This design comes from an exercise in tuning for small area on the open sky130 flow, not from production work.
Function was checked by simulation only, so behaviour that the tests miss may differ from the original.
Power figures rest on the tool's default switching activity, not on a simulated workload.

`flow/config.mk`:
```
export PLATFORM = sky130hd
export DESIGN_NAME = mc_datapath_hs
export DESIGN_NICKNAME = mc_datapath_hs
export VERILOG_FILES = /design/flow/design.v
export SDC_FILE = /design/flow/constraint.sdc
export NUM_CORES = 4
export LEC_CHECK = 0
export CAP_MARGIN = 20
export CORE_MARGIN = 2
export CORE_UTILIZATION = 40
export SLEW_MARGIN = 20
export SYNTH_HIERARCHICAL = 1
```
`flow/constraint.sdc`:
```
create_clock -name core_clock -period 8.5 [get_ports {clk}]
set_input_delay 1.7000 -clock core_clock [delete_from_list [all_inputs] [get_ports {clk}]]
set_output_delay 1.7000 -clock core_clock [all_outputs]
set_load 0.01 [all_outputs]
```
`flow/design.v`:
```
package mc_dp_pkg;
  localparam logic [3:0] ALU_ADD  = 4'd0;
  localparam logic [3:0] ALU_SUB  = 4'd1;
  localparam logic [3:0] ALU_AND  = 4'd2;
  localparam logic [3:0] ALU_OR   = 4'd3;
  localparam logic [3:0] ALU_XOR  = 4'd4;
  localparam logic [3:0] ALU_NOR  = 4'd5;
  localparam logic [3:0] ALU_SLT  = 4'd6;
  localparam logic [3:0] ALU_SLTU = 4'd7;
  localparam logic [3:0] ALU_SLL  = 4'd8;
  localparam logic [3:0] ALU_SRL  = 4'd9;
  localparam logic [3:0] ALU_SRA  = 4'd10;
  localparam logic [1:0] NPC_PC4 = 2'b00;
  localparam logic [1:0] NPC_BR  = 2'b01;
  localparam logic [1:0] NPC_J   = 2'b10;
  localparam logic [1:0] NPC_JR  = 2'b11;
  localparam logic [1:0] EXT_ZERO = 2'b00;
  localparam logic [1:0] EXT_SIGN = 2'b01;
  localparam logic [1:0] EXT_LUI  = 2'b10;
  localparam logic [1:0] D_ALU = 2'b00;
  localparam logic [1:0] D_MDR = 2'b01;
  localparam logic [1:0] D_PC  = 2'b10;
  localparam logic [1:0] R_RT   = 2'b00;
  localparam logic [1:0] R_RD   = 2'b01;
  localparam logic [1:0] R_LINK = 2'b10;
  typedef enum logic [1:0] {
    MS_IDLE = 2'd0,
    MS_REQ  = 2'd1,
    MS_DONE = 2'd2
  } mem_state_t;
  localparam int OP_HI    = 31;
  localparam int OP_LO    = 26;
  localparam int RS_LO    = 21;
  localparam int RT_LO    = 16;
  localparam int RD_LO    = 11;
  localparam int SH_HI    = 10;
  localparam int SH_LO    = 6;
  localparam int FUNCT_HI = 5;
  localparam int FUNCT_LO = 0;
  localparam int IMM_HI   = 15;
  localparam int IMM_LO   = 0;
  localparam int JT_HI    = 25;
  typedef struct packed {
    logic [5:0] op;
    logic [4:0] rs;
    logic [4:0] rt;
    logic [15:0] imm;
  } itype_t;
endpackage
import mc_dp_pkg::*;
module mc_dp_alu
#(
  parameter int XLEN = 32,
  parameter int SHW  = $clog2(XLEN)
) (
  input  logic [3:0]      op,
  input  logic [XLEN-1:0] a,
  input  logic [XLEN-1:0] b,
  input  logic [SHW-1:0]  shamt,
  output logic [XLEN-1:0] y,
  output logic            zero
);
  logic            sub, cout, lt, ltu, fill, left;
  logic            k_sum, k_p, k_g, k_nor, k_sr, k_sl, k_slt, k_sltu;
  logic [XLEN-1:0] p, g, hn, c, sr, t1, t2, yb, zx;
  assign sub    = (op == ALU_SUB) || (op == ALU_SLT) || (op == ALU_SLTU);
  assign k_sum  = (op == ALU_ADD) || (op == ALU_SUB);
  assign k_p    = (op == ALU_OR)  || (op == ALU_XOR);
  assign k_g    = (op == ALU_OR)  || (op == ALU_AND);
  assign k_nor  = (op == ALU_NOR);
  assign k_sr   = (op == ALU_SRL) || (op == ALU_SRA);
  assign k_sl   = (op == ALU_SLL);
  assign k_slt  = (op == ALU_SLT);
  assign k_sltu = (op == ALU_SLTU);
  assign left   = k_sl;
  assign fill   = (op == ALU_SRA) && b[XLEN-1];
  for (genvar i = 0; i < XLEN; i++) begin : g_pg
    logic bx;
    mc_dp_xor2 u_bx (.a (b[i]), .b (sub), .y (bx));
    mc_dp_ha   u_ha (.a (a[i]), .b (bx), .s (p[i]), .c (g[i]));
    mc_dp_nor2 u_hn (.a (a[i]), .b (bx), .y (hn[i]));
  end
  mc_dp_bk #(.N (XLEN)) u_bk (.g (g), .p (p), .cin (sub), .c (c), .cout (cout));
  mc_dp_shr #(.N (XLEN), .SW (SHW)) u_sh (.d (b), .left (left), .fill (fill), .sh (shamt),
                                          .y (sr));
  for (genvar i = 0; i < XLEN; i++) begin : g_res
    logic s, yl;
    mc_dp_aoi222 u_t1 (.a0 (p[i]), .s0 (k_p), .a1 (g[i]), .s1 (k_g), .a2 (hn[i]), .s2 (k_nor),
                       .y (t1[i]));
    mc_dp_aoi222 u_t2 (.a0 (sr[i]), .s0 (k_sr), .a1 (sr[XLEN-1-i]), .s1 (k_sl), .a2 (1'b0),
                       .s2 (1'b0), .y (t2[i]));
    mc_dp_nand2  u_yl (.a (t1[i]), .b (t2[i]), .y (yl));
    mc_dp_xor2   u_s  (.a (p[i]), .b (c[i]), .y (s));
    mc_dp_a21o   u_y  (.a (k_sum), .b (s), .c (yl), .y (yb[i]));
  end
  assign ltu = !cout;
  assign lt  = (a[XLEN-1] ^ b[XLEN-1]) ? a[XLEN-1] : ltu;
  assign y = {yb[XLEN-1:1], yb[0] | (k_slt & lt) | (k_sltu & ltu)};
  for (genvar i = 0; i < XLEN; i++) begin : g_zx
    if (i == 0) begin : g_0
      mc_dp_xnor2 u_z (.a (p[0]), .b (sub), .y (zx[0]));
    end else begin : g_i
      mc_dp_xor2 u_z (.a (p[i]), .b (hn[i-1]), .y (zx[i]));
    end
  end
  mc_dp_zero #(.N (XLEN)) u_zero (
    .t1 (t1), .t2 (t2), .zx (zx), .k_sum (k_sum), .lt_hit ((k_slt & lt) | (k_sltu & ltu)),
    .zero (zero)
  );
endmodule
module mc_dp_zero #(
  parameter int N = 32
) (
  input  logic [N-1:0] t1,
  input  logic [N-1:0] t2,
  input  logic [N-1:0] zx,
  input  logic         k_sum,
  input  logic         lt_hit,
  output logic         zero
);
  assign zero = (&t1) && (&t2) && (!k_sum || (&zx)) && !lt_hit;
endmodule
module mc_dp_xor2 (
  input  logic a, b,
  output logic y
);
  assign y = a ^ b;
endmodule
module mc_dp_xnor2 (
  input  logic a, b,
  output logic y
);
  assign y = ~(a ^ b);
endmodule
module mc_dp_ha (
  input  logic a, b,
  output logic s, c
);
  assign s = a ^ b;
  assign c = a & b;
endmodule
module mc_dp_nor2 (
  input  logic a, b,
  output logic y
);
  assign y = ~(a | b);
endmodule
module mc_dp_nand2 (
  input  logic a, b,
  output logic y
);
  assign y = ~(a & b);
endmodule
module mc_dp_a21o (
  input  logic a, b, c,
  output logic y
);
  assign y = (a & b) | c;
endmodule
module mc_dp_shr #(
  parameter int N  = 32,
  parameter int SW = 5
) (
  input  logic [N-1:0]  d,
  input  logic          left,
  input  logic          fill,
  input  logic [SW-1:0] sh,
  output logic [N-1:0]  y
);
  logic [N-1:0] s [SW+1];
  for (genvar i = 0; i < N; i++) begin : g_in
    mc_dp_mux2i u_m (.a (d[i]), .b (d[N-1-i]), .s (left), .y (s[0][i]));
  end
  for (genvar k = 0; k < SW; k++) begin : g_lvl
    logic f;
    assign f = (k % 2 == 0) ? !fill : fill;
    for (genvar i = 0; i < N; i++) begin : g_bit
      if (i + (1 << k) < N) begin : g_m
        mc_dp_mux2i u_m (.a (s[k][i]), .b (s[k][i + (1 << k)]), .s (sh[k]), .y (s[k+1][i]));
      end else begin : g_f
        mc_dp_mux2i u_m (.a (s[k][i]), .b (f), .s (sh[k]), .y (s[k+1][i]));
      end
    end
  end
  assign y = s[SW];
endmodule
module mc_dp_mux2i (
  input  logic a, b, s,
  output logic y
);
  assign y = ~(s ? b : a);
endmodule
module mc_dp_bk #(
  parameter int N = 32
) (
  input  logic [N-1:0] g,
  input  logic [N-1:0] p,
  input  logic         cin,
  output logic [N-1:0] c,
  output logic         cout
);
  localparam int M = 1 << $clog2(N);
  logic [M-1:0] gg, pp;
  always_comb begin
    gg = M'(g);
    pp = M'(p);
    gg[0] = g[0] | (p[0] & cin);
    for (int d = 1; d < M; d = d * 2) begin
      for (int i = 2 * d - 1; i < M; i = i + 2 * d) begin
        gg[i] = gg[i] | (pp[i] & gg[i-d]);
        pp[i] = pp[i] & pp[i-d];
      end
    end
    for (int d = M / 4; d >= 1; d = d / 2) begin
      for (int i = 3 * d - 1; i < M; i = i + 2 * d) begin
        gg[i] = gg[i] | (pp[i] & gg[i-d]);
      end
    end
  end
  assign c    = {gg[N-2:0], cin};
  assign cout = gg[N-1];
endmodule
module mc_dp_rf #(
  parameter int XLEN = 32,
  parameter int NREG = 32,
  parameter int AW   = $clog2(NREG)
) (
  input  logic            clk,
  input  logic            rst,
  input  logic            clr,
  input  logic            we,
  input  logic [AW-1:0]   waddr,
  input  logic [XLEN-1:0] wdata_n,
  input  logic [AW-1:0]   raddr1,
  input  logic [AW-1:0]   raddr2,
  output logic [XLEN-1:0] rdata1,
  output logic [XLEN-1:0] rdata2
);
  logic [NREG-1:0] wsel, rsel1, rsel2;
  logic            any1, any2;
  logic [XLEN-1:0] qn [NREG];
  always_comb begin
    for (int i = 0; i < NREG; i++) begin
      wsel[i]  = rst | (we && (waddr == AW'(i)));
      rsel1[i] = !clr && (raddr1 == AW'(i));
      rsel2[i] = !clr && (raddr2 == AW'(i));
    end
  end
  assign any1 = !clr && (raddr1 != '0);
  assign any2 = !clr && (raddr2 != '0);
  assign qn[0] = '1;
  for (genvar i = 1; i < NREG; i++) begin : g_reg
    logic [XLEN-1:0] r;
    always_ff @(posedge clk) begin
      if (wsel[i]) r <= wdata_n;
    end
    assign qn[i] = r;
  end
  for (genvar j = 0; j < XLEN; j++) begin : g_bit
    logic [NREG-2:0] col;
    for (genvar i = 1; i < NREG; i++) begin : g_col
      assign col[i-1] = qn[i][j];
    end
    mc_dp_rdsel u_rd1 (.dn(col), .s(rsel1[NREG-1:1]), .any(any1), .y(rdata1[j]));
    mc_dp_rdsel u_rd2 (.dn(col), .s(rsel2[NREG-1:1]), .any(any2), .y(rdata2[j]));
  end
endmodule
module mc_dp_rdsel (
  input  logic [30:0] dn,
  input  logic [30:0] s,
  input  logic        any,
  output logic        y
);
  logic [10:0] n;
  for (genvar k = 0; k < 10; k++) begin : g_ao3
    mc_dp_aoi222 u_g (
      .a0 (dn[3*k]),   .s0 (s[3*k]),
      .a1 (dn[3*k+1]), .s1 (s[3*k+1]),
      .a2 (dn[3*k+2]), .s2 (s[3*k+2]),
      .y  (n[k])
    );
  end
  assign n[10] = ~(dn[30] & s[30]);
  mc_dp_and12 u_o (.x ({any, n}), .y (y));
endmodule
module mc_dp_aoi222 (
  input  logic a0, s0, a1, s1, a2, s2,
  output logic y
);
  assign y = ~((a0 & s0) | (a1 & s1) | (a2 & s2));
endmodule
module mc_dp_and12 (
  input  logic [11:0] x,
  output logic        y
);
  assign y = &x;
endmodule
module mc_dp_memif
#(
  parameter int XLEN = 32
) (
  input  logic            clk,
  input  logic            rst,
  input  logic            rd,
  input  logic            wr,
  input  logic            src,
  input  logic [XLEN-1:0] pc,
  input  logic [XLEN-1:0] alu_out,
  input  logic [XLEN-1:0] store,
  input  logic            ack,
  input  logic [XLEN-1:0] rdata,
  output logic            req,
  output logic            we,
  output logic [XLEN-1:0] addr,
  output logic [XLEN-1:0] wdata,
  output logic            busy,
  output logic            done,
  output logic [XLEN-1:0] mdr
);
  logic            start, fin, ld_addr, ld_mdr;
  logic [XLEN-1:0] addr_d, wdata_d, mdr_d;
  assign start   = !busy && (rd || wr);
  assign fin     = req && ack;
  assign ld_addr = rst || start;
  assign ld_mdr  = rst || (fin && !we);
  for (genvar j = 0; j < XLEN; j++) begin : g_addr
    mc_dp_ao22 u_a (.a0 (alu_out[j]), .s0 (src && !rst), .a1 (pc[j]), .s1 (!src && !rst),
                    .y (addr_d[j]));
  end
  assign wdata_d = rst ? '0 : store;
  assign mdr_d   = rst ? '0 : rdata;
  always_ff @(posedge clk) begin
    if (ld_addr) begin
      addr  <= addr_d;
      wdata <= wdata_d;
      we    <= !rst && wr;
    end
    if (ld_mdr) mdr <= mdr_d;
  end
  always_ff @(posedge clk) begin
    if (rst) begin
      req  <= 1'b0;
      busy <= 1'b0;
      done <= 1'b0;
    end else begin
      done <= fin;
      if (start)     req <= 1'b1;
      else if (ack)  req <= 1'b0;
      if (start)     busy <= 1'b1;
      else if (done) busy <= 1'b0;
    end
  end
endmodule
module mc_dp_ao22 (
  input  logic a0, s0, a1, s1,
  output logic y
);
  assign y = (a0 & s0) | (a1 & s1);
endmodule
import mc_dp_pkg::*;
module mc_datapath_hs
#(
  parameter int          XLEN     = 32,
  parameter int          NREG     = 32,
  parameter logic [31:0] PC_RESET = 32'h0000_3000
) (
  input  logic            clk,
  input  logic            rst,
  input  logic            pc_wr,
  input  logic            ir_wr,
  input  logic            rf_wr,
  input  logic [1:0]      npc_op,
  input  logic [3:0]      alu_op,
  input  logic [1:0]      ext_op,
  input  logic            b_sel,
  input  logic [1:0]      d_sel,
  input  logic [1:0]      r_sel,
  input  logic            mem_rd,
  input  logic            mem_wr,
  input  logic            mem_src,
  output logic            mem_req_o,
  output logic            mem_we_o,
  output logic [XLEN-1:0] mem_addr_o,
  output logic [XLEN-1:0] mem_wdata_o,
  input  logic            mem_ack_i,
  input  logic [XLEN-1:0] mem_rdata_i,
  output logic            mem_busy,
  output logic            mem_done,
  output logic [5:0]      op,
  output logic [5:0]      funct,
  output logic            zero,
  output logic [XLEN-1:0] pc_o
);
  localparam int AW  = $clog2(NREG);
  localparam int SHW = $clog2(XLEN);
  logic [XLEN-1:0] pc_q, a_q, b_q, alu_out_q;
  logic [31:0]     ir_q;
  logic [XLEN-1:0] mdr;
  logic [XLEN-1:0] pc_d, ir_d, alu_d;
  logic            d_alu, d_mdr, d_pc;
  logic [XLEN-1:0] alu_b, alu_y;
  logic [XLEN-1:0] rf_rd1, rf_rd2, rf_wdata_n;
  logic [AW-1:0]   rf_waddr;
  logic [15:0]     imm16;
  assign imm16 = ir_q[IMM_HI:IMM_LO];
  assign op    = ir_q[OP_HI:OP_LO];
  assign funct = ir_q[FUNCT_HI:FUNCT_LO];
  assign pc_o  = pc_q;
  mc_dp_opb #(.XLEN (XLEN)) u_opb (
    .imm16 (imm16), .ext_op (ext_op), .b_sel (b_sel), .b (b_q), .y (alu_b)
  );
  mc_dp_npc #(.XLEN (XLEN), .PC_RESET (PC_RESET)) u_npc (
    .rst (rst), .npc_op (npc_op), .pc (pc_q), .ir (ir_q), .a (a_q), .pc_d (pc_d)
  );
  always_comb begin
    case (r_sel)
      R_RD:    rf_waddr = ir_q[RD_LO +: AW];
      R_LINK:  rf_waddr = AW'(NREG - 1);
      default: rf_waddr = ir_q[RT_LO +: AW];
    endcase
  end
  assign d_mdr = !rst && (d_sel == D_MDR);
  assign d_pc  = !rst && (d_sel == D_PC);
  assign d_alu = !rst && !(d_sel == D_MDR) && !(d_sel == D_PC);
  for (genvar j = 0; j < XLEN; j++) begin : g_wd
    mc_dp_aoi222 u_wd (
      .a0 (alu_out_q[j]), .s0 (d_alu),
      .a1 (mdr[j]),       .s1 (d_mdr),
      .a2 (pc_q[j]),      .s2 (d_pc),
      .y  (rf_wdata_n[j])
    );
  end
  mc_dp_rf #(
    .XLEN (XLEN),
    .NREG (NREG)
  ) u_rf (
    .clk    (clk),
    .rst    (rst),
    .clr    (rst),
    .we     (rf_wr),
    .waddr  (rf_waddr),
    .wdata_n (rf_wdata_n),
    .raddr1 (ir_q[RS_LO +: AW]),
    .raddr2 (ir_q[RT_LO +: AW]),
    .rdata1 (rf_rd1),
    .rdata2 (rf_rd2)
  );
  mc_dp_alu #(
    .XLEN (XLEN)
  ) u_alu (
    .op    (alu_op),
    .a     (a_q),
    .b     (alu_b),
    .shamt (SHW'(ir_q[SH_HI:SH_LO])),
    .y     (alu_y),
    .zero  (zero)
  );
  mc_dp_memif #(
    .XLEN (XLEN)
  ) u_memif (
    .clk     (clk),
    .rst     (rst),
    .rd      (mem_rd),
    .wr      (mem_wr),
    .src     (mem_src),
    .pc      (pc_q),
    .alu_out (alu_out_q),
    .store   (b_q),
    .ack     (mem_ack_i),
    .rdata   (mem_rdata_i),
    .req     (mem_req_o),
    .we      (mem_we_o),
    .addr    (mem_addr_o),
    .wdata   (mem_wdata_o),
    .busy    (mem_busy),
    .done    (mem_done),
    .mdr     (mdr)
  );
  assign ir_d  = rst ? '0 : mdr[31:0];
  assign alu_d = rst ? '0 : alu_y;
  always_ff @(posedge clk) begin
    if (rst || pc_wr) pc_q <= pc_d;
    if (rst || ir_wr) ir_q <= ir_d;
    a_q       <= rf_rd1;
    b_q       <= rf_rd2;
    alu_out_q <= alu_d;
  end
endmodule
module mc_dp_opb #(
  parameter int XLEN = 32
) (
  input  logic [15:0]     imm16,
  input  logic [1:0]      ext_op,
  input  logic            b_sel,
  input  logic [XLEN-1:0] b,
  output logic [XLEN-1:0] y
);
  logic s_b, s_lo, s_hi, s_sx;
  assign s_b  = !b_sel;
  assign s_lo = b_sel && (ext_op != EXT_LUI);
  assign s_hi = b_sel && (ext_op == EXT_LUI);
  assign s_sx = b_sel && (ext_op == EXT_SIGN) && imm16[15];
  for (genvar i = 0; i < 16; i++) begin : g_lo
    mc_dp_ao22 u_lo (.a0 (imm16[i]), .s0 (s_lo), .a1 (b[i]), .s1 (s_b), .y (y[i]));
  end
  for (genvar i = 16; i < XLEN; i++) begin : g_hi
    mc_dp_a221o u_hi (.a0 (imm16[i-16]), .s0 (s_hi), .a1 (b[i]), .s1 (s_b), .c (s_sx), .y (y[i]));
  end
endmodule
module mc_dp_a221o (
  input  logic a0, s0, a1, s1, c,
  output logic y
);
  assign y = (a0 & s0) | (a1 & s1) | c;
endmodule
module mc_dp_inv (
  input  logic a,
  output logic y
);
  assign y = ~a;
endmodule
module mc_dp_npc #(
  parameter int          XLEN     = 32,
  parameter logic [31:0] PC_RESET = 32'h0000_3000
) (
  input  logic            rst,
  input  logic [1:0]      npc_op,
  input  logic [XLEN-1:0] pc,
  input  logic [31:0]     ir,
  input  logic [XLEN-1:0] a,
  output logic [XLEN-1:0] pc_d
);
  localparam int W = XLEN - 2;
  logic [W-1:0]    off, p, g, c;
  logic            cout, br, k_seq, k_j, k_jr;
  logic [XLEN-1:0] seq, jt, n;
  assign br  = (npc_op == NPC_BR);
  assign off = br ? W'($signed(ir[IMM_HI:IMM_LO])) : '0;
  for (genvar i = 0; i < W; i++) begin : g_pg
    mc_dp_ha u_ha (.a (pc[i+2]), .b (off[i]), .s (p[i]), .c (g[i]));
  end
  mc_dp_bk #(.N (W)) u_bk (.g (g), .p (p), .cin (1'b1), .c (c), .cout (cout));
  for (genvar i = 0; i < W; i++) begin : g_s
    mc_dp_xor2 u_s (.a (p[i]), .b (c[i]), .y (seq[i+2]));
  end
  assign seq[1:0] = pc[1:0];
  assign jt = {pc[XLEN-1:28], ir[JT_HI:0], 2'b00};
  assign k_seq = !rst && !npc_op[1];
  assign k_j   = !rst && (npc_op == NPC_J);
  assign k_jr  = !rst && (npc_op == NPC_JR);
  for (genvar i = 0; i < XLEN; i++) begin : g_m
    mc_dp_aoi222 u_m (.a0 (seq[i]), .s0 (k_seq), .a1 (jt[i]), .s1 (k_j), .a2 (a[i]), .s2 (k_jr),
                      .y (n[i]));
    if (PC_RESET[i]) begin : g_1
      mc_dp_nand2 u_o (.a (n[i]), .b (!rst), .y (pc_d[i]));
    end else begin : g_0
      mc_dp_inv u_o (.a (n[i]), .y (pc_d[i]));
    end
  end
endmodule
```
`flow/run.sh`:
```
#!/bin/bash
# synth_recipe.tcl (not shown) runs the flow's synth.tcl, then flattens the netlist and writes it again
# the make line also repeats each setting of config.mk as NAME=value (left out here)
make -C /OpenROAD-flow-scripts/flow DESIGN_CONFIG=/design/flow/config.mk WORK_HOME=/design/flow/orfs CLKGATE_MAP_FILE= SYNTH_SCRIPT=/design/flow/synth_recipe.tcl finish
```
==> flow_summary.toml, run 1 <==
[global_route]
grt.met3_usage_pct = 10.0
top_usage_layer = "met2"
met1_usage_pct = 40.0
grt-ovfl-total = 0
met2_usage_pct = 44.9
grt_antenna_before_repair = 8
grt_max_degree = 58
grt_usage_pct = 30.3
grt_pass1_wl_um = 305000
first_global_vias = 40700

[drt]
drc = 0
ant_nets = 0
via_count = 43000
drt-initial-drc-count = 11000
firstDrtPassIters = 14
routed_via_density = 7.16
wl_per_cell_um = 37.2
wirelength_um = 223000

[clock_tree]
cts_setup_buffers = 0
cts_root_buffer = "clkbuf_16"
cts_buffer_depth = 3
cts_tree = "done"
cts_buffers = 134
htreeDepth = 4
hold_buffers = 0
cts_sinks = 1252
insertion_delay_ps = 780
path_clk_slew_ps = 60

[timing]
rsz0062_at_grt = "no"
worst_slew_pin_slew_ps = 1210
fmax_mhz = 121
maxSlewHeadroom_pct = 19.2
report.final.hold_viol_count = 0
finClkSkew_ps = 42.5
drv_slew = 0
fin_crit_ps = 8280
setup_viol = 0
timing.final.crit_share_pct = 97.5

[flow_run]
maxCapViolCount = 0

[final_layout]
seqCellArea_mm2 = 0.0366
utilization_pct = 48.1
nFillCells = 11800
synthToLayoutAreaGrowth_pct = 19.2
finalInstanceArea_mm2 = 0.0662
multi_input_area_mm2 = 0.0191
drive_gt1_share_pct = 16.3
nets = 4222

[placement]
numPortBuffers = 166
dp_hpwl_um = 136000
placed_area_mm2 = 0.0617
routabilityCongestion = 0.938

[worst_setup_path]
timing.rr.end = "alu_out_q[0]"
startpoint_type = "input port"
crit_buf_inv = 6
worstRegToRegCells = 19
cp_max_fo = 6
crit_cells = 24
crit_family = "compound AO/OA/AOI/OAI gates"
reg2reg_from = "ir_q[15]"
cp.required_ps = 6800
cp-end-kind = "primary output"
cp_cell_sequence = "clkdlybuf4s50_1, inv_1, a21oi_4, buf_6, buf_4, a22o_1, xor2_2, ha_1, a21o_1, a31o_1, a211o_2, nand4_2, a21oi_4, a221o_1, a31oi_4, o21ai_2, buf_4, or4b_4, nand2_1, nand4b_1, nor4_2, nand4_1, a2111oi_4, clkbuf_2"
criticalPathCategory = "in2out"
reg2reg_slack_ps = 4140
worstPathArrival_ps = 6580
slowest_delay_ps = 530
cpMaxStageDelayCell = "clkdlybuf4s50_1"

[hold_path]
worstHoldEndpoint = "u_memif.req"
min_path_type = "reg2reg"
hold_depth = 2
hold_start = "u_memif.req"

[floorplanning]
rows = 136
core_mm2 = 0.138
initial_utilization_pct = 40.3
die_w_um = 376
io_pins = 167
dieArea_mm2 = 0.142
fp.dieH_um = 376

[synth]
netlist_area_mm2 = 0.0555
yosys_warnings = 14
synth.avg_cell_area_um2 = 15.7
postSynthCellCount = 3542

[power]
powerDensity_mw_per_mm2 = 241
ir_drop_uv = 209
cellLeakagePower_nw = 22.5
finalPower_mw = 15.9

[status]
status = "complete, no violations"
-- power breakdown --
part           total (mW)  switching (mW)  internal [mW]
combinational        2.40            1.56          0.834
sequential           7.69           0.376           7.32
clock                5.84            2.51           3.34
-- worst max-delay path by stage --
stage,startpoint,endpoint,slack [ps]
finish,ext_op[0],zero,220
global route,ext_op[0],zero,70
CTS,ext_op[0],zero,5
detailed placement,ext_op[1],zero,-270
global placement,ext_op[0],zero,-180
floorplan,alu_op[1],zero,110
-- registers in the layout, summed over array words and instances, names as in the netlist --
name and flops:
a_q 32, alu_out_q 32, b_q 32, ir_q 32
pc_q 32, u_memif.addr 32, u_memif.busy 1, u_memif.done 1
u_memif.mdr 32, u_memif.req 1, u_memif.wdata 32, u_memif.we 1
u_rf.g.r 992
-- routing by layer --
| layer | wire [um] | part of all wire (%) |
|---|---|---|
| met1 | 81100 | 36 |
| met2 | 96700 | 43 |
| met3 | 33100 | 15 |
| met4 | 12300 | 5.5 |
| met5 | 45 | 0.020 |
-- per-stage QoR --
stage / std cells / setup TNS, ps / hold WS, ps / setup slack [ps]
after detailed placement: 5761 / -271 / 498 / -271
after floorplan: 3607 / 0 / 490 / 111
after CTS: 5998 / 0 / 507 / 4.96
after global routing: 5999 / 0 / 526 / 66.3
final: 6003 / 0 / 503 / 216
after global placement: 5761 / -178 / 473 / -178
-- cell usage in the layout (no fill, tap or decap), types with 122 or more instances in the layout --
cell,count
edfxtp_1,1153
a222oi_1,768
buf_4,268
nand4_1,221
mux2i_1,192
clkdlybuf4s50_1,164
nor2b_1,137
clkbuf_16,136
nand2_1,131
xor2_1,122
-- repair_timing --
item                                    4_1_cts  5_1_grt
endpoints found under the setup margin        1        1
pin swaps                                     1        5
resized for setup                             4       17
cloned                                        0        1
-- worst min-delay path, stage by stage, from the launching register on --
cell	delay [ps]
dfxtp_1	320
nand2b_1	70
a21oi_1	60
-- cell type report --
type,instances,area share (%)
clock buffer,172,5.41
timing repair buffer,440,5.68
sequential,1252,55.3
antenna,4,0.0151
multi-input combinational,2230,28.8
tap,1794,3.39
inverter,46,0.261
clock inverter,65,1.14
==> run 2: changes to the inputs <==
--- a/flow/config.mk
+++ b/flow/config.mk
@@ -5,8 +5,11 @@
 export SDC_FILE = /design/flow/constraint.sdc
 export NUM_CORES = 4
 export LEC_CHECK = 0
-export CAP_MARGIN = 20
+export CAP_MARGIN = 10
 export CORE_MARGIN = 2
 export CORE_UTILIZATION = 40
-export SLEW_MARGIN = 20
+export CTS_BUF_LIST = sky130_fd_sc_hd__clkbuf_8
+export CTS_CLUSTER_DIAMETER = 80
+export CTS_CLUSTER_SIZE = 14
+export SLEW_MARGIN = 10
 export SYNTH_HIERARCHICAL = 1
==> run 2 against run 1 <==
  * Synthesized cell count unchanged
  * Design area fell by 4.1%
  * Core utilization shrank 2.0 points
  * Critical path type unchanged
  * Largest cell class unchanged
  * Largest power group unchanged
  * Highest routed layer unchanged
==> flow_summary.toml, run 2 <==
[status]
status = "complete, no violations"

[global_route]
grt_pass1_wl_um = 304000
grt_usage_pct = 30.1
grt_max_degree = 58
grt_antenna_before_repair = 9
first_global_vias = 40100
grt-ovfl-total = 0

[power]
swShare_pct = 30.0
finalPower_mw = 13.2
power_frac_seq_pct = 58.0
power_switching_mw = 3.97
cellLeakagePower_nw = 21.3
powerDensity_mw_per_mm2 = 208
ir_drop_uv = 164
pwr-share-comb_pct = 18.1
power_frac_clock_pct = 23.9
p_int_mw = 9.25

[drt]
wl_per_cell_um = 37.6
drt-initial-drc-count = 10700
via_count = 42500
ant_nets = 0
routed_via_density = 7.20
firstDrtPassIters = 13
wirelength_um = 222000
drc = 0

[clock_tree]
cts_setup_buffers = 0
insertion_delay_ps = 870
cts_buffer_depth = 3
cts_tree = "done"
htreeDepth = 3
path_clk_slew_ps = 100
cts_root_buffer = "clkbuf_8"
cts_buffers = 101
cts_sinks = 1252
hold_buffers = 0

[final_layout]
final_cell_count_no_fill = 5905
seqCellArea_mm2 = 0.0366
layout_commonest_cell = "edfxtp_1"
drive_gt1_share_pct = 15.0
synthToLayoutAreaGrowth_pct = 14.4
multi_input_area_mm2 = 0.0191
nets = 4189
final_cell_mix = "edfxtp_1, a222oi_1, buf_4, nand4_1, mux2i_1"
largest-register = "u_rf.g.r"
largest_reg_flops = 992
nFillCells = 12000

[synth]
synth.avg_cell_area_um2 = 15.7
yosys_warnings = 14
postSynthCellCount = 3542
netlist_area_mm2 = 0.0555

[worst_setup_path]
cpMaxStageDelayCell = "clkdlybuf4s50_1"
cp.required_ps = 6800
cp-end-kind = "primary output"
slowest_delay_ps = 520
startpoint_type = "input port"
cp_cell_sequence = "clkdlybuf4s50_1, inv_1, a21oi_4, buf_6, buf_4, a22o_1, xor2_2, ha_1, a21o_1, a31o_1, a211o_2, nand4_2, a21oi_4, a221o_1, a31oi_4, o21ai_2, buf_4, or4b_4, nand2_1, nand4b_1, nor4_2, nand4_1, a2111oi_4, clkdlybuf4s15_1"
cp_max_fo = 6
worstPathArrival_ps = 6670
criticalPathCategory = "in2out"

[floorplanning]
die_w_um = 376
core_mm2 = 0.138
rows = 136
fp.dieH_um = 376
io_pins = 167
dieArea_mm2 = 0.142
initial_utilization_pct = 40.3

[timing]
fmax_mhz = 120
fin_crit_ps = 8370
setup_slack_ps = 133
drv_slew = 0
maxSlewHeadroom_pct = 18.1
report.final.hold_viol_count = 0
rsz0062_at_grt = "no"
timing.final.crit_share_pct = 98.4
worst_slew_pin_slew_ps = 1230
setup_viol = 0
finClkSkew_ps = 53.4
finalSetupTns_ps = 0

[placement]
place_inst = 5761
numPortBuffers = 166
pre_cts_ws_ps = -271
routabilityCongestion = 0.938
dp_hpwl_um = 136000

[hold_path]
min_path_type = "reg2reg"

[flow_run]
maxCapViolCount = 0
run 2: power by group through the flow:
stage / logic, mW / clock network, mW / registers [mW]
final: 2.39 / 3.16 / 7.68
after floorplan: 1.24 / 0 / 7.68
after global routing: 2.49 / 3.40 / 7.71
after global placement: 2.29 / 0 / 7.78
after CTS: 2.30 / 3.18 / 7.66
after detailed placement: 2.29 / 0 / 7.80
run 2: worst max-delay path, delay by kind of cell:
kind / cells / cell delay, ps
AO/OA/AOI/OAI: 10 / 2080
XOR/XNOR: 1 / 160
buffers and inverters: 6 / 1310
adder cells (fa/ha/maj): 1 / 260
AND/OR/NAND/NOR: 6 / 1120
run 2: what timing repair did:
action	CTS	global route
pin swaps	1	5
resized for setup	4	21
setup endpoints to repair	1	1
gates cloned	0	1
run 2: path summary, 6_finish.rpt:
| path | start | endpoint | slack [ps] | cells after the start |
|---|---|---|---|---|
| worst min-delay path | u_memif.req | u_memif.req | 510 | 2 |
| worst max-delay path | ext_op[0] | zero | 130 | 24 |
| worst max register to register | ir_q[15] | alu_out_q[0] | 4200 | 19 |
| worst min register to register | u_memif.req | u_memif.req | 510 | 2 |
run 2: layer usage:
| layer | wire length, um | track usage, % | vias to the layer above |
|---|---|---|---|
| met4 | 11500 | 13.6 | 4 |
| met1 | 81400 | 40.0 | 21200 |
| li1 | - | - | 17100 |
| met2 | 96100 | 44.8 | 3672 |
| met3 | 33200 | 9.95 | 592 |
| met5 | 34 | 0 | - |
run 2: stage by stage:
stage | util (%) | hold WS (ps) | cell area [um^2]
after floorplan | - | 490 | 55800
after global placement | 44.8 | 473 | 61700
after detailed placement | 44.8 | 498 | 61700
after CTS | 46.0 | 514 | 63400
after global routing | 46.1 | 533 | 63500
final | 46.1 | 507 | 63500
run 2: area by class of cell:
class / count / area share, %
inverter: 46 / 0.272
clock inverter: 37 / 0.353
tap: 1794 / 3.54
multi-input combinational: 2230 / 30.0
sequential: 1252 / 57.7
clock buffer: 102 / 2.21
antenna: 4 / 0.0158
timing repair buffer: 440 / 5.93
==> run 3: changes to the inputs <==
==> flow/flow/run.sh (new file) <==
#!/bin/bash
set -euo pipefail
export BUFFER_PORTS_ARGS="-buffer_cell sky130_fd_sc_hd__buf_1"
bash standard.sh > standard.log 2>&1
==> flow/standard.sh (new file) <==
#!/bin/bash
# synth_recipe.tcl (not shown) runs the flow's synth.tcl, then flattens the netlist and writes it again
# the make line also repeats each setting of config.mk as NAME=value (left out here)
make -C /OpenROAD-flow-scripts/flow DESIGN_CONFIG=/design/flow/config.mk WORK_HOME=/design/flow/orfs CLKGATE_MAP_FILE= SYNTH_SCRIPT=/design/flow/synth_recipe.tcl "${@:-finish}"
removed: flow/run.sh
==> run 3 against run 2 <==
  * Still clean on timing, DRC and antenna
  * Largest cell class unchanged
  * Critical path depth down 2
  * Via count down 0.46%
  * Synthesized area unchanged
  * First-iteration DRC count up 0.19%
  * Global-route usage down 0.083 points
  * Highest routed layer unchanged
  * Critical path type unchanged
  * Design area down 2.9%
  * Sequential share of layout area up 1.7 points
==> flow_summary.toml, run 3 <==
[timing]
drv_slew = 0
setup_viol = 0
maxSlewHeadroom_pct = 15.3
timing.final.crit_share_pct = 96.5
report.final.hold_viol_count = 0
finClkSkew_ps = 78.2
finalSetupTns_ps = 0
fmax_mhz = 122
worst_slew_pin_slew_ps = 1270
rsz0062_at_grt = "no"
fin_crit_ps = 8200

[worst_setup_path]
timing.rr.end = "pc_q[28]"
cp_cell_sequence = "buf_1, a21oi_1, buf_4, a22o_1, xor2_1, ha_1, a21o_1, a31o_1, a211o_2, nand4_2, a21oi_4, a221o_1, a31oi_4, o21ai_1, nor2b_1, a211o_1, nand2_1, nand4b_1, nor4_1, nand4_1, a2111oi_2, buf_1"
crit_cells = 22
cp.required_ps = 6800
cp_max_fo = 16
crit_buf_inv = 3
slowest_delay_ps = 370
reg2reg_from = "ir_q[15]"
reg2reg_slack_ps = 3740
cp-end-kind = "primary output"
cpMaxStageDelayCell = "ha_1"
worstPathArrival_ps = 6500
crit_family = "compound AO/OA/AOI/OAI gates"
worstRegToRegCells = 12
startpoint_type = "input port"
cpMostUsedCell = "buf_1"
criticalPathCategory = "in2out"

[power]
swShare_pct = 30.3
pwr-share-comb_pct = 16.7
powerDensity_mw_per_mm2 = 212
power_switching_mw = 3.97
power_frac_seq_pct = 58.7
ir_drop_uv = 122
cellLeakagePower_nw = 20.4
power_frac_clock_pct = 24.6
finalPower_mw = 13.1
p_int_mw = 9.12

[final_layout]
nets = 4079
layout_commonest_cell = "edfxtp_1"
synthToLayoutAreaGrowth_pct = 11.1
largest_reg_flops = 992
final_cell_mix = "edfxtp_1, a222oi_1, nand4_1, mux2i_1, buf_1"
finalInstanceArea_mm2 = 0.0617
final_cell_count_no_fill = 5801
drive_gt1_share_pct = 12.3
largest-register = "u_rf.g.r"

[placement]
placed_area_mm2 = 0.0599
place_inst = 5652
numPortBuffers = 166
dp_hpwl_um = 133000
routabilityCongestion = 0.973

[clock_tree]
cts_sinks = 1252
htreeDepth = 3
path_clk_slew_ps = 100
cts_buffers = 101
cts_root_buffer = "clkbuf_8"
cts_tree = "done"
cts_buffer_depth = 3
insertion_delay_ps = 910

[floorplanning]
core_mm2 = 0.138
die_w_um = 376
rows = 136
io_pins = 167
fp.dieH_um = 376
dieArea_mm2 = 0.142
initial_utilization_pct = 40.3

[global_route]
first_global_vias = 39900
grt_antenna_before_repair = 20
grt_pass1_wl_um = 303000
grt_usage_pct = 30.0
grt_max_degree = 89
grt-ovfl-total = 0

[drt]
via_count = 42300
wl_per_cell_um = 38.1
ant_nets = 0
drt-initial-drc-count = 10700
routed_via_density = 7.30
drc = 0
wirelength_um = 221000
firstDrtPassIters = 17

[synth]
postSynthCellCount = 3542
synth.avg_cell_area_um2 = 15.7
netlist_area_mm2 = 0.0555
yosys_warnings = 14

[flow_run]
maxCapViolCount = 0

[status]
status = "complete, no violations"

[hold_path]
hold_start = "u_memif.busy"
min_path_type = "reg2reg"
worstHoldEndpoint = "u_memif.busy"
hold_depth = 2
run 3: worst min-delay path: cells and delay by family, from the launching register on:
family | cells | cell delay, ps
AND/OR/NAND/NOR | 1 | 70
flip-flops | 1 | 330
AO/OA/AOI/OAI | 1 | 60
run 3: per-stage QoR:
step,worst slack (ps),utilization (%),hold slack [ps]
4_1_cts,261,44.8,506
5_1_grt,46.0,44.8,521
3_3_place_gp,307,43.5,473
6_report,297,44.8,504
2_1_floorplan,111,-,490
3_5_place_dp,270,43.5,490
run 3: power groups by stage:
stage / logic, mW / clock network, mW / registers (mW)
3_3_place_gp: 2.09 / 0 / 7.78
4_1_cts: 2.10 / 3.23 / 7.66
5_1_grt: 2.28 / 3.45 / 7.71
6_report: 2.19 / 3.22 / 7.68
3_5_place_dp: 2.10 / 0 / 7.80
2_1_floorplan: 1.24 / 0 / 7.68
run 3: worst max path at each step:
stage | from | end | slack [ps]
after global placement | ext_op[0] | zero | 310
after global routing | alu_op[3] | zero | 50
after detailed placement | ext_op[0] | zero | 270
after CTS | ext_op[0] | zero | 260
after floorplan | alu_op[1] | zero | 110
final | ext_op[1] | zero | 300
run 3: area by class of cell:
cell class                      count  area (um^2)
Fill cell                       12100        76000
Sequential cell                  1252        36600
Multi-Input combinational cell   2230        19000
Tap cell                         1794         2240
Timing Repair Buffer              330         1900
Clock buffer                      104         1430
Clock inverter                     40          256
Inverter                           46          173
Antenna cell                        5         12.5
run 3: metal layers:
metal / wire [um] / track usage, % / part of all wire [%] / vias up
met5: 149 / 0 / 0.067 / -
met4: 11300 / 13.4 / 5.1 / 18
met3: 34400 / 10.9 / 16 / 632
met2: 94600 / 44.2 / 43 / 3744
met1: 80600 / 39.7 / 36 / 21100
li1: - / - / - / 16900
run 3: timing repair:
item / 4_1_cts / 5_1_grt
setup buffers: 0 / 0
hold buffers: 0 / 0
hold endpoints to repair: 0 / 0
gates resized for setup: 0 / 3
setup endpoints to repair: 0 / 1
==> run 4: changes to the inputs <==
--- a/flow/design.v
+++ b/flow/design.v
@@ -230,15 +230,14 @@
   input  logic            clr,
   input  logic            we,
   input  logic [AW-1:0]   waddr,
-  input  logic [XLEN-1:0] wdata_n,
+  input  logic [XLEN-1:0] wdata,
   input  logic [AW-1:0]   raddr1,
   input  logic [AW-1:0]   raddr2,
   output logic [XLEN-1:0] rdata1,
   output logic [XLEN-1:0] rdata2
 );
   logic [NREG-1:0] wsel, rsel1, rsel2;
-  logic            any1, any2;
-  logic [XLEN-1:0] qn [NREG];
+  logic [XLEN-1:0] q [NREG];
   always_comb begin
     for (int i = 0; i < NREG; i++) begin
       wsel[i]  = rst | (we && (waddr == AW'(i)));
@@ -246,42 +245,43 @@
       rsel2[i] = !clr && (raddr2 == AW'(i));
     end
   end
-  assign any1 = !clr && (raddr1 != '0);
-  assign any2 = !clr && (raddr2 != '0);
-  assign qn[0] = '1;
+  assign q[0] = '0;
   for (genvar i = 1; i < NREG; i++) begin : g_reg
     logic [XLEN-1:0] r;
     always_ff @(posedge clk) begin
-      if (wsel[i]) r <= wdata_n;
+      if (wsel[i]) r <= wdata;
     end
-    assign qn[i] = r;
+    assign q[i] = r;
   end
   for (genvar j = 0; j < XLEN; j++) begin : g_bit
     logic [NREG-2:0] col;
     for (genvar i = 1; i < NREG; i++) begin : g_col
-      assign col[i-1] = qn[i][j];
+      assign col[i-1] = q[i][j];
     end
-    mc_dp_rdsel u_rd1 (.dn(col), .s(rsel1[NREG-1:1]), .any(any1), .y(rdata1[j]));
-    mc_dp_rdsel u_rd2 (.dn(col), .s(rsel2[NREG-1:1]), .any(any2), .y(rdata2[j]));
+    mc_dp_rdsel u_rd1 (.d(col), .s(rsel1[NREG-1:1]), .y(rdata1[j]));
+    mc_dp_rdsel u_rd2 (.d(col), .s(rsel2[NREG-1:1]), .y(rdata2[j]));
   end
 endmodule
 module mc_dp_rdsel (
-  input  logic [30:0] dn,
+  input  logic [30:0] d,
   input  logic [30:0] s,
-  input  logic        any,
   output logic        y
 );
   logic [10:0] n;
+  logic [2:0]  m;
   for (genvar k = 0; k < 10; k++) begin : g_ao3
     mc_dp_aoi222 u_g (
-      .a0 (dn[3*k]),   .s0 (s[3*k]),
-      .a1 (dn[3*k+1]), .s1 (s[3*k+1]),
-      .a2 (dn[3*k+2]), .s2 (s[3*k+2]),
+      .a0 (d[3*k]),   .s0 (s[3*k]),
+      .a1 (d[3*k+1]), .s1 (s[3*k+1]),
+      .a2 (d[3*k+2]), .s2 (s[3*k+2]),
       .y  (n[k])
     );
   end
-  assign n[10] = ~(dn[30] & s[30]);
-  mc_dp_and12 u_o (.x ({any, n}), .y (y));
+  mc_dp_nand2 u_g10 (.a (d[30]), .b (s[30]), .y (n[10]));
+  mc_dp_nand4 u_c0 (.a (n[0]), .b (n[1]), .c (n[2]), .d (n[3]), .y (m[0]));
+  mc_dp_nand4 u_c1 (.a (n[4]), .b (n[5]), .c (n[6]), .d (n[7]), .y (m[1]));
+  mc_dp_nand3 u_c2 (.a (n[8]), .b (n[9]), .c (n[10]), .y (m[2]));
+  mc_dp_or3   u_o  (.a (m[0]), .b (m[1]), .c (m[2]), .y (y));
 endmodule
 module mc_dp_aoi222 (
   input  logic a0, s0, a1, s1, a2, s2,
@@ -289,11 +289,23 @@
 );
   assign y = ~((a0 & s0) | (a1 & s1) | (a2 & s2));
 endmodule
-module mc_dp_and12 (
-  input  logic [11:0] x,
-  output logic        y
+module mc_dp_nand4 (
+  input  logic a, b, c, d,
+  output logic y
+);
+  assign y = ~(a & b & c & d);
+endmodule
+module mc_dp_nand3 (
+  input  logic a, b, c,
+  output logic y
+);
+  assign y = ~(a & b & c);
+endmodule
+module mc_dp_or3 (
+  input  logic a, b, c,
+  output logic y
 );
-  assign y = &x;
+  assign y = a | b | c;
 endmodule
 module mc_dp_memif
 #(
@@ -399,7 +411,7 @@
   logic [XLEN-1:0] pc_d, ir_d, alu_d;
   logic            d_alu, d_mdr, d_pc;
   logic [XLEN-1:0] alu_b, alu_y;
-  logic [XLEN-1:0] rf_rd1, rf_rd2, rf_wdata_n;
+  logic [XLEN-1:0] rf_rd1, rf_rd2, rf_wdata;
   logic [AW-1:0]   rf_waddr;
   logic [15:0]     imm16;
   assign imm16 = ir_q[IMM_HI:IMM_LO];
@@ -423,12 +435,14 @@
   assign d_pc  = !rst && (d_sel == D_PC);
   assign d_alu = !rst && !(d_sel == D_MDR) && !(d_sel == D_PC);
   for (genvar j = 0; j < XLEN; j++) begin : g_wd
+    logic wn;
     mc_dp_aoi222 u_wd (
       .a0 (alu_out_q[j]), .s0 (d_alu),
       .a1 (mdr[j]),       .s1 (d_mdr),
       .a2 (pc_q[j]),      .s2 (d_pc),
-      .y  (rf_wdata_n[j])
+      .y  (wn)
     );
+    mc_dp_inv u_wi (.a (wn), .y (rf_wdata[j]));
   end
   mc_dp_rf #(
     .XLEN (XLEN),
@@ -439,7 +453,7 @@
     .clr    (rst),
     .we     (rf_wr),
     .waddr  (rf_waddr),
-    .wdata_n (rf_wdata_n),
+    .wdata   (rf_wdata),
     .raddr1 (ir_q[RS_LO +: AW]),
     .raddr2 (ir_q[RT_LO +: AW]),
     .rdata1 (rf_rd1),
==> run 4 against run 3 <==
  * Setup slack better by 1.6 ps
  * Clock power increased by 2%
  * Count of clock-buffer cells in the layout fell by 1
  * Worst hold slack worse by 9.2 ps
  * Final cell count increased by 0.66%
  * Synthesized area is 0.56% lower
  * First-iteration DRC count shrank 9.7%
==> flow_summary.toml, run 4 <==
[status]
status = "complete, no violations"

[placement]
routabilityCongestion = 0.985
placed_area_mm2 = 0.0595
numPortBuffers = 166
dp_hpwl_um = 135000

[timing]
fmax_mhz = 122
maxSlewHeadroom_pct = 8.53
timing.final.crit_share_pct = 96.5
setup_viol = 0
drv_slew = 0
fin_crit_ps = 8200
report.final.hold_viol_count = 0
finClkSkew_ps = 72.0
worst_slew_pin_slew_ps = 1370
finalSetupTns_ps = 0
rsz0062_at_grt = "no"

[drt]
ant_nets = 0
drc = 0
wirelength_um = 220000
via_count = 41700
routed_via_density = 7.14
wl_per_cell_um = 37.7
firstDrtPassIters = 13
drt-initial-drc-count = 9690

[hold_path]
hold_depth = 2
min_path_type = "reg2reg"
hold_start = "u_memif.busy"
worstHoldEndpoint = "u_memif.busy"

[worst_setup_path]
reg2reg_from = "ir_q[5]"
worstPathArrival_ps = 6500
cp_max_fo = 31
worstRegToRegCells = 14
crit_buf_inv = 4
cp.required_ps = 6800
timing.rr.end = "alu_out_q[0]"
reg2reg_slack_ps = 4130
cp_cell_sequence = "buf_1, buf_4, nand2b_1, nor3_4, buf_12, mux2i_1, mux2i_1, mux2i_1, mux2i_1, mux2i_1, mux2i_1, a222oi_1, nand4b_1, nor4_1, nand4_1, a2111oi_2, buf_1"
slowest_delay_ps = 750
cp-end-kind = "primary output"
cpMostUsedCell = "mux2i_1"
startpoint_type = "input port"
crit_family = "simple AND/OR/NAND/NOR gates"
criticalPathCategory = "in2out"
cpMaxStageDelayCell = "nor3_4"

[clock_tree]
cts_tree = "done"
path_clk_slew_ps = 100
insertion_delay_ps = 900
cts_root_buffer = "clkbuf_8"
cts_buffers = 102
cts_buffer_depth = 3
htreeDepth = 3
cts_sinks = 1252

[final_layout]
drive_gt1_share_pct = 10.2
largest-register = "u_rf.g.r"
nFillCells = 12300
layout_commonest_cell = "edfxtp_1"
largest_reg_flops = 992
synthToLayoutAreaGrowth_pct = 11.2
nets = 4085
final_cell_mix = "edfxtp_1, a222oi_1, mux2i_1, buf_1, nand4_1"
finalInstanceArea_mm2 = 0.0614

[floorplanning]
fp.dieH_um = 375
die_w_um = 375
rows = 136
dieArea_mm2 = 0.141
io_pins = 167
initial_utilization_pct = 40.2
core_mm2 = 0.137

[global_route]
grt_usage_pct = 30.0
grt_max_degree = 66
met2_usage_pct = 45.7
first_global_vias = 38500
met1_usage_pct = 39.6
grt.met3_usage_pct = 8.20
top_usage_layer = "met2"
grt_pass1_wl_um = 299000
grt-ovfl-total = 0
grt_antenna_before_repair = 17

[flow_run]
maxCapViolCount = 0

[synth]
postSynthCellCount = 3562
yosys_warnings = 14
netlist_area_mm2 = 0.0552
synth.avg_cell_area_um2 = 15.5

[power]
cellLeakagePower_nw = 22.7
ir_drop_uv = 111
powerDensity_mw_per_mm2 = 212
## run 4: repair_timing
| item | 4_1_cts | 5_1_grt |
|---|---|---|
| hold buffers | 0 | 0 |
| buffers inserted | 0 | 1 |
| setup endpoints to repair | 0 | 1 |
| gates resized for setup | 0 | 2 |
## run 4: stage by stage
stage                     instances  util (%)  setup WS, ps  power, mW  hold WS [ps]
after floorplan                3627         -           111       8.84           490
after global placement         5652      43.4           314       9.74           474
after detailed placement       5652      43.4           203       9.77           480
after CTS                      5823      44.7           187       13.0           495
after global routing           5830      44.7          33.0       13.4           516
final                          5839      44.7           299       13.0           495
## run 4: metal layers
metal / vias up / part of all wire, %
met5: - / 0.012
met4: 4 / 5.5
met3: 488 / 14
met2: 3467 / 44
met1: 20900 / 36
li1: 16800 / -
## run 4: worst max-delay path by stage
stage	cells past startpoint	slack [ps]	endpoint	from
after floorplan	21	110	zero	alu_op[1]
after global placement	22	310	zero	b_sel
after detailed placement	22	200	zero	b_sel
final	17	300	zero	alu_op[2]
after global routing	23	30	zero	b_sel
after CTS	22	190	zero	b_sel
## run 4: where the power goes
part / total, mW / internal, mW / switching, mW
logic: 1.88 / 0.533 / 1.35
clock network: 3.29 / 1.21 / 2.07
registers: 7.84 / 7.41 / 0.430
## run 4: layout make-up
class                           count  area, um^2  area share, %
Sequential cell                  1252       36600           59.7
Multi-Input combinational cell   2220       18600           30.3
Tap cell                         1794        2240           3.66
Timing Repair Buffer              313        1760           2.86
Clock buffer                      103        1420           2.31
Clock inverter                     68         412          0.671
Inverter                           78         293          0.477
Antenna cell                       11        27.5         0.0449
## run 4: worst reg2reg max path: cells and delay by family (launching register included)
kind,cells,cell delay [ps]
flops,1,760
xor+xnor,1,200
fa+ha+maj,1,340
simple gates,6,1400
compound gates,6,1630
==> run 5: changes to the inputs <==
--- a/flow/design.v
+++ b/flow/design.v
@@ -329,25 +329,27 @@
   output logic            done,
   output logic [XLEN-1:0] mdr
 );
-  logic            start, fin, ld_addr, ld_mdr;
+  logic            start, fin, ld, hold, ld_mdr, hold_mdr;
   logic [XLEN-1:0] addr_d, wdata_d, mdr_d;
-  assign start   = !busy && (rd || wr);
-  assign fin     = req && ack;
-  assign ld_addr = rst || start;
-  assign ld_mdr  = rst || (fin && !we);
-  for (genvar j = 0; j < XLEN; j++) begin : g_addr
-    mc_dp_ao22 u_a (.a0 (alu_out[j]), .s0 (src && !rst), .a1 (pc[j]), .s1 (!src && !rst),
-                    .y (addr_d[j]));
+  assign start    = !busy && (rd || wr);
+  assign fin      = req && ack;
+  assign ld       = !rst && start;
+  assign hold     = !rst && !start;
+  assign ld_mdr   = !rst && fin && !we;
+  assign hold_mdr = !rst && !(fin && !we);
+  for (genvar j = 0; j < XLEN; j++) begin : g_d
+    logic an;
+    mc_dp_aoi222 u_a (.a0 (alu_out[j]), .s0 (ld && src), .a1 (pc[j]), .s1 (ld && !src),
+                      .a2 (addr[j]), .s2 (hold), .y (an));
+    mc_dp_inv    u_ai (.a (an), .y (addr_d[j]));
+    mc_dp_ao22   u_w (.a0 (store[j]), .s0 (ld), .a1 (wdata[j]), .s1 (hold), .y (wdata_d[j]));
+    mc_dp_ao22   u_m (.a0 (rdata[j]), .s0 (ld_mdr), .a1 (mdr[j]), .s1 (hold_mdr), .y (mdr_d[j]));
   end
-  assign wdata_d = rst ? '0 : store;
-  assign mdr_d   = rst ? '0 : rdata;
   always_ff @(posedge clk) begin
-    if (ld_addr) begin
-      addr  <= addr_d;
-      wdata <= wdata_d;
-      we    <= !rst && wr;
-    end
-    if (ld_mdr) mdr <= mdr_d;
+    addr  <= addr_d;
+    wdata <= wdata_d;
+    mdr   <= mdr_d;
+    if (rst || start) we <= !rst && wr;
   end
   always_ff @(posedge clk) begin
     if (rst) begin
@@ -422,7 +424,7 @@
     .imm16 (imm16), .ext_op (ext_op), .b_sel (b_sel), .b (b_q), .y (alu_b)
   );
   mc_dp_npc #(.XLEN (XLEN), .PC_RESET (PC_RESET)) u_npc (
-    .rst (rst), .npc_op (npc_op), .pc (pc_q), .ir (ir_q), .a (a_q), .pc_d (pc_d)
+    .rst (rst), .pc_wr (pc_wr), .npc_op (npc_op), .pc (pc_q), .ir (ir_q), .a (a_q), .pc_d (pc_d)
   );
   always_comb begin
     case (r_sel)
@@ -490,11 +492,14 @@
     .done    (mem_done),
     .mdr     (mdr)
   );
-  assign ir_d  = rst ? '0 : mdr[31:0];
+  for (genvar j = 0; j < 32; j++) begin : g_ir
+    mc_dp_ao22 u_ir (.a0 (mdr[j]), .s0 (!rst && ir_wr), .a1 (ir_q[j]), .s1 (!rst && !ir_wr),
+                     .y (ir_d[j]));
+  end
   assign alu_d = rst ? '0 : alu_y;
   always_ff @(posedge clk) begin
-    if (rst || pc_wr) pc_q <= pc_d;
-    if (rst || ir_wr) ir_q <= ir_d;
+    pc_q      <= pc_d;
+    ir_q      <= ir_d;
     a_q       <= rf_rd1;
     b_q       <= rf_rd2;
     alu_out_q <= alu_d;
@@ -538,6 +543,7 @@
   parameter logic [31:0] PC_RESET = 32'h0000_3000
 ) (
   input  logic            rst,
+  input  logic            pc_wr,
   input  logic [1:0]      npc_op,
   input  logic [XLEN-1:0] pc,
   input  logic [31:0]     ir,
@@ -559,16 +565,20 @@
   end
   assign seq[1:0] = pc[1:0];
   assign jt = {pc[XLEN-1:28], ir[JT_HI:0], 2'b00};
-  assign k_seq = !rst && !npc_op[1];
-  assign k_j   = !rst && (npc_op == NPC_J);
-  assign k_jr  = !rst && (npc_op == NPC_JR);
+  logic k_hold;
+  assign k_seq  = !rst && pc_wr && !npc_op[1];
+  assign k_j    = !rst && pc_wr && (npc_op == NPC_J);
+  assign k_jr   = !rst && pc_wr && (npc_op == NPC_JR);
+  assign k_hold = !rst && !pc_wr;
   for (genvar i = 0; i < XLEN; i++) begin : g_m
+    logic h;
     mc_dp_aoi222 u_m (.a0 (seq[i]), .s0 (k_seq), .a1 (jt[i]), .s1 (k_j), .a2 (a[i]), .s2 (k_jr),
                       .y (n[i]));
+    mc_dp_nand2 u_h (.a (pc[i]), .b (k_hold), .y (h));
     if (PC_RESET[i]) begin : g_1
-      mc_dp_nand2 u_o (.a (n[i]), .b (!rst), .y (pc_d[i]));
+      mc_dp_nand3 u_o (.a (n[i]), .b (h), .c (!rst), .y (pc_d[i]));
     end else begin : g_0
-      mc_dp_inv u_o (.a (n[i]), .y (pc_d[i]));
+      mc_dp_nand2 u_o (.a (n[i]), .b (h), .y (pc_d[i]));
     end
   end
 endmodule
==> run 5 against run 4 <==
  * Final cell count increased by 0.50%
  * Synthesized cell count increased by 1.6%
  * Clock skew increased by 20 ps
  * Sequential share of layout area decreased by 1.7 points
  * First-iteration DRC count increased by 7.9%
  * Register-to-register slack got worse by 520 ps
  * Critical endpoint unchanged
  * Largest power group unchanged
  * Highest routed layer unchanged
==> flow_summary.toml, run 5 <==
[status]
status = "complete, no violations"

[worst_setup_path]
criticalPathCategory = "in2out"
cp-end-kind = "primary output"
startpoint_type = "input port"
worstPathArrival_ps = 6530
cp_max_fo = 20
cp.required_ps = 6800

[hold_path]
min_path_type = "reg2reg"

[timing]
timing.final.crit_share_pct = 96.8
finClkSkew_ps = 92.1
worst_slew_pin_slew_ps = 1330
drv_slew = 0
fin_crit_ps = 8230
setup_viol = 0
rsz0062_at_grt = "no"
report.final.hold_viol_count = 0
maxSlewHeadroom_pct = 10.9
fmax_mhz = 122
finalSetupTns_ps = 0

[floorplanning]
rows = 134
initial_utilization_pct = 40.4
dieArea_mm2 = 0.138
die_w_um = 372
fp.dieH_um = 372
core_mm2 = 0.134
io_pins = 167

[synth]
postSynthCellCount = 3620
synth.avg_cell_area_um2 = 14.9
yosys_warnings = 14
netlist_area_mm2 = 0.0541

[final_layout]
final_cell_mix = "edfxtp_1, a222oi_1, dfxtp_1, mux2i_1, nand2_1"
nets = 4155
drive_gt1_share_pct = 10.4
synthToLayoutAreaGrowth_pct = 11.6
final_cell_count_no_fill = 5868
largest_reg_flops = 992
layout_commonest_cell = "edfxtp_1"
largest-register = "u_rf.g.r"

[global_route]
grt_antenna_before_repair = 29
grt_max_degree = 52
grt-ovfl-total = 0
first_global_vias = 38200
grt_pass1_wl_um = 298000
grt_usage_pct = 30.4

[clock_tree]
hold_buffers = 0
cts_sinks = 1252
cts_buffer_depth = 3
cts_root_buffer = "clkbuf_8"
path_clk_slew_ps = 90
htreeDepth = 3
insertion_delay_ps = 920
cts_tree = "done"
cts_buffers = 102

[drt]
firstDrtPassIters = 14
wl_per_cell_um = 37.3
via_count = 42200
ant_nets = 0
drc = 0
drt-initial-drc-count = 10500
routed_via_density = 7.19
wirelength_um = 219000

[placement]
dp_hpwl_um = 136000
numPortBuffers = 166
routabilityCongestion = 0.970
place_inst = 5693

[power]
powerDensity_mw_per_mm2 = 184
ir_drop_uv = 139
cellLeakagePower_nw = 22.3

[flow_run]
maxCapViolCount = 0
## run 5: routing by layer
| metal | part of all wire (%) | wire length [um] | track usage [%] | up-vias |
|---|---|---|---|---|
| met1 | 36 | 79200 | 40.5 | 21100 |
| met4 | 5.9 | 13000 | 15.0 | 10 |
| met5 | 0.031 | 67 | 0 | - |
| li1 | - | - | - | 17100 |
| met3 | 14 | 30200 | 7.18 | 441 |
| met2 | 44 | 96500 | 46.4 | 3522 |
## run 5: power by group
group	internal, mW	switching [mW]	total (mW)	leakage [nW]
combinational	0.173	0.557	0.730	8.93
clock	1.16	2.07	3.23	1.03
sequential	6.97	0.191	7.16	12.3
## run 5: layout make-up
cell class                 instances  area [um^2]
antenna                           11         27.5
sequential                      1252        35000
inverter                          80          300
clock inverter                    51          304
timing repair buffer             315         1830
tap                             1768         2210
clock buffer                     105         1450
fill                           12000        73400
multi-input combinational       2286        19200
## run 5: worst paths after layout
| path | start | endpoint | slack (ps) | depth (start not counted) |
|---|---|---|---|---|
| setup / recovery | alu_op[1] | zero | 270 | 23 |
| setup reg to reg | ir_q[15] | alu_out_q[15] | 3610 | 17 |
| hold reg to reg | u_memif.wdata[28] | u_memif.wdata[28] | 480 | 1 |
| hold / removal | u_memif.wdata[28] | u_memif.wdata[28] | 480 | 1 |
## run 5: stage by stage
stage / util (%) / worst slack, ps / instance area [um^2] / total power [mW] / hold WS (ps)
floorplan: - / 111 / 54400 / 7.62 / 443
global route: 45.1 / 28.2 / 60300 / 11.4 / 493
finish: 45.1 / 273 / 60400 / 11.1 / 481
detailed placement: 43.7 / 272 / 58400 / 7.99 / 460
CTS: 45.0 / 272 / 60200 / 11.1 / 480
global placement: 43.7 / 267 / 58400 / 7.97 / 454
## run 5: worst max-delay path, stage by stage
cell,delay [ps]
buf_1,100
nor3b_1,190
a21oi_1,90
nor2_4,160
buf_4,380
xor2_1,170
ha_1,430
nand2_1,100
o21a_1,210
o21ai_0,220
a211oi_1,160
a21oi_4,260
a221o_1,300
a31oi_4,120
o21ai_1,230
nor2b_1,160
a211o_1,140
nand2_1,70
nand4b_1,160
nor4_1,360
nand4_1,190
a2111oi_4,410
buf_1,200
## run 5: repair_timing
action,CTS,global route
setup buffers,0,5
setup endpoints to repair,0,1
resized for setup,0,4
==> run 6: changes to the inputs <==
--- a/flow/design.v
+++ b/flow/design.v
@@ -236,20 +236,24 @@
   output logic [XLEN-1:0] rdata1,
   output logic [XLEN-1:0] rdata2
 );
-  logic [NREG-1:0] wsel, rsel1, rsel2;
+  logic [NREG-1:0] wsel, whold, rsel1, rsel2;
   logic [XLEN-1:0] q [NREG];
   always_comb begin
     for (int i = 0; i < NREG; i++) begin
       wsel[i]  = rst | (we && (waddr == AW'(i)));
+      whold[i] = !wsel[i];
       rsel1[i] = !clr && (raddr1 == AW'(i));
       rsel2[i] = !clr && (raddr2 == AW'(i));
     end
   end
   assign q[0] = '0;
   for (genvar i = 1; i < NREG; i++) begin : g_reg
-    logic [XLEN-1:0] r;
+    logic [XLEN-1:0] r, r_d;
+    for (genvar j = 0; j < XLEN; j++) begin : g_d
+      mc_dp_ao22 u_d (.a0 (wdata[j]), .s0 (wsel[i]), .a1 (r[j]), .s1 (whold[i]), .y (r_d[j]));
+    end
     always_ff @(posedge clk) begin
-      if (wsel[i]) r <= wdata;
+      r <= r_d;
     end
     assign q[i] = r;
   end
==> run 6 against run 5 <==
  * Die area fell by 1.9%
  * Synthesized cell count rose by 29%
  * Count of clock-buffer cells in the layout rose by 6
  * Routed wire length rose by 23%
  * Sequential share of layout area fell by 16 points
  * Via count rose by 25%
  * Worst hold slack got worse by 1.5 ps
  * Core utilization rose by 0.68 points
  * Final cell count rose by 19%
  * Critical path depth rose by 1
  * Register-to-register slack improved by 360 ps
==> flow_summary.toml, run 6 <==
[status]
status = "complete, no violations"

[worst_setup_path]
setup.worst_path.start = "ext_op[0]"
cp_max_fo = 16
worstPathArrival_ps = 6630
cp.required_ps = 6800
startpoint_type = "input port"
criticalPathCategory = "in2out"
cp-end-kind = "primary output"
reg2reg_from = "ir_q[15]"

[hold_path]
hold_start = "u_memif.wdata[22]"
min_path_type = "reg2reg"

[placement]
routabilityCongestion = 1.01
numPortBuffers = 166
dp_hpwl_um = 169000
place_inst = 6810

[synth]
postSynthCellCount = 4656
synth.avg_cell_area_um2 = 11.4
netlist_area_mm2 = 0.0531
yosys_warnings = 14

[final_layout]
drive_gt1_share_pct = 10.8
final_cell_mix = "dfxtp_1, a22o_1, a222oi_1, buf_4, mux2i_1"
largest_reg_flops = 992
final_cell_count_no_fill = 6962
synthToLayoutAreaGrowth_pct = 13.6
largest-register = "u_rf.g.r"
nets = 5289
layout_commonest_cell = "dfxtp_1"

[timing]
timing.final.crit_share_pct = 97.9
worst_slew_pin_slew_ps = 1380
setup_viol = 0
drv_slew = 0
fin_crit_ps = 8330
report.final.hold_viol_count = 0
finClkSkew_ps = 51.5
fmax_mhz = 120
maxSlewHeadroom_pct = 7.54

[clock_tree]
insertion_delay_ps = 900
cts_root_buffer = "clkbuf_8"
cts_sinks = 1252
hold_buffers = 0
cts_tree = "done"
cts_buffers = 103
cts_buffer_depth = 3
path_clk_slew_ps = 90
htreeDepth = 3

[floorplanning]
dieArea_mm2 = 0.136
initial_utilization_pct = 40.3
fp.dieH_um = 368
rows = 133
io_pins = 167
core_mm2 = 0.132
die_w_um = 368

[drt]
via_count = 52600
wirelength_um = 269000
ant_nets = 0
firstDrtPassIters = 17
drc = 0
wl_per_cell_um = 38.7
routed_via_density = 7.56
drt-initial-drc-count = 13400

[global_route]
grt-ovfl-total = 0
first_global_vias = 47400
grt_usage_pct = 37.4
grt_pass1_wl_um = 369000
grt_max_degree = 65
grt_antenna_before_repair = 12

[power]
finalPower_mw = 10.8
cellLeakagePower_nw = 23.6
ir_drop_uv = 105
powerDensity_mw_per_mm2 = 179

[flow_run]
maxCapViolCount = 0
run 6: changes by cell type in the layout (fill, tap and decap cells not counted), moves of 29 or more:
| cell | delta |
|---|---|
| dfxtp_1 | +992 |
| edfxtp_1 | -992 |
| a22o_1 | +990 |
| buf_4 | +114 |
| inv_1 | -38 |
| a21o_1 | +30 |
| a21oi_4 | +29 |
run 6: final cells by class:
| class | count | area (um^2) |
|---|---|---|
| inverters | 80 | 300 |
| clock inverters | 14 | 155 |
| well taps | 1755 | 2200 |
| diodes | 16 | 40.0 |
| multi-input cells | 3306 | 28300 |
| fillers | 12300 | 71300 |
| clock buffers | 111 | 1530 |
| repair buffers | 428 | 2650 |
| flip-flops and latches | 1252 | 25100 |
run 6: what timing repair did:
action | 4_1_cts | 5_1_grt
gates resized for setup | 0 | 15
endpoints found under the setup margin | 0 | 1
setup buffers | 0 | 10
endpoints found under the hold margin | 0 | 0
run 6: final timing paths:
check | end | slack [ps] | cells past startpoint
worst max-delay path | zero | 170 | 24
worst min-delay path | u_memif.wdata[22] | 480 | 1
worst max register to register | alu_out_q[0] | 3970 | 17
worst min register to register | u_memif.wdata[22] | 480 | 1
run 6: power by group:
group / leakage (nW) / internal, mW / switching [mW]
logic: 12.6 / 0.353 / 0.754
clock network: 0.874 / 1.24 / 2.11
registers: 10.2 / 6.11 / 0.210
total: 23.6 / 7.70 / 3.07
run 6: layer usage:
metal / track usage (%) / share of wire, % / vias to the layer above
met4: 23.8 / 7.4 / 10
met3: 10.3 / 13 / 767
met2: 55.0 / 42 / 4514
met5: 0 / 0.033 / -
met1: 48.0 / 37 / 25900
li1: - / - / 21400
run 6: through the flow:
stage	setup WS, ps	setup TNS, ps	utilization [%]	hold slack [ps]	cell area (um^2)
final	175	0	45.8	480	60300
after detailed placement	117	0	44.3	459	58400
after CTS	114	0	45.6	483	60000
after global placement	129	0	44.3	454	58400
after floorplan	111	0	-	443	53300
after global routing	-92.9	-92.9	45.8	496	60300
run 6: worst max-delay path: stages:
cell and delay [ps]:
buf_1 140, inv_1 70, a21oi_1 140, buf_4 240, a22o_1 220, xor2_1 310
ha_2 280, and4_1 200, and2_1 120, a211o_2 180, nand4_2 130, a21oi_2 250
a221o_1 280, a31oi_4 130, o21ai_4 250, nor2b_1 160, a211o_1 150, nand2_1 140
nand4b_1 280, nor4_2 310, nand4_1 190, a2111oi_4 370, buf_4 210, buf_1 160

## static timing again, ports no longer ideal
In the flow no input, the clock included, has a driving cell. The finished layouts below were timed again as built, in two steps. Step 1: set_driving_cell puts a clkbuf_16 on clk and a buf_2 on each other input, an assumption about the parent block. Step 2, shift: input delay + t, output delay - t, t = (earliest + latest rising clock arrival at the registers) / 2. This alone moves slack from input paths to output paths. Three values: ideal ports, drivers, drivers and shift; two values: the first two.
run | t (ns) | setup WS [ns] | hold WS [ns] | worst register clock-pin slew, ns | pins driven straight from the clock port
run 1 | 0.833 | 0.216 / 0.188 / 0.188 | 0.503 / 0.503 / 0.503 | 0.08 / 0.08 | 1
run 2 | 0.919 | 0.133 / 0.106 / 0.106 | 0.507 / 0.507 / 0.507 | 0.10 / 0.10 | 1
run 3 | 0.942 | 0.297 / 0.269 / 0.269 | 0.504 / 0.504 / 0.504 | 0.11 / 0.11 | 1
run 4 | 0.933 | 0.299 / 0.276 / 0.276 | 0.495 / 0.495 / 0.495 | 0.11 / 0.11 | 1
run 5 | 0.945 | 0.273 / 0.249 / 0.249 | 0.481 / 0.481 / 0.481 | 0.11 / 0.11 | 1
run 6 | 0.949 | 0.175 / 0.146 / 0.146 | 0.480 / 0.480 / 0.480 | 0.10 / 0.10 | 1
After both steps setup and hold are still met in every run listed. The setup slack of run 6, which loses most, moves by -0.029 ns with the drivers and by -0.029 ns with both steps.
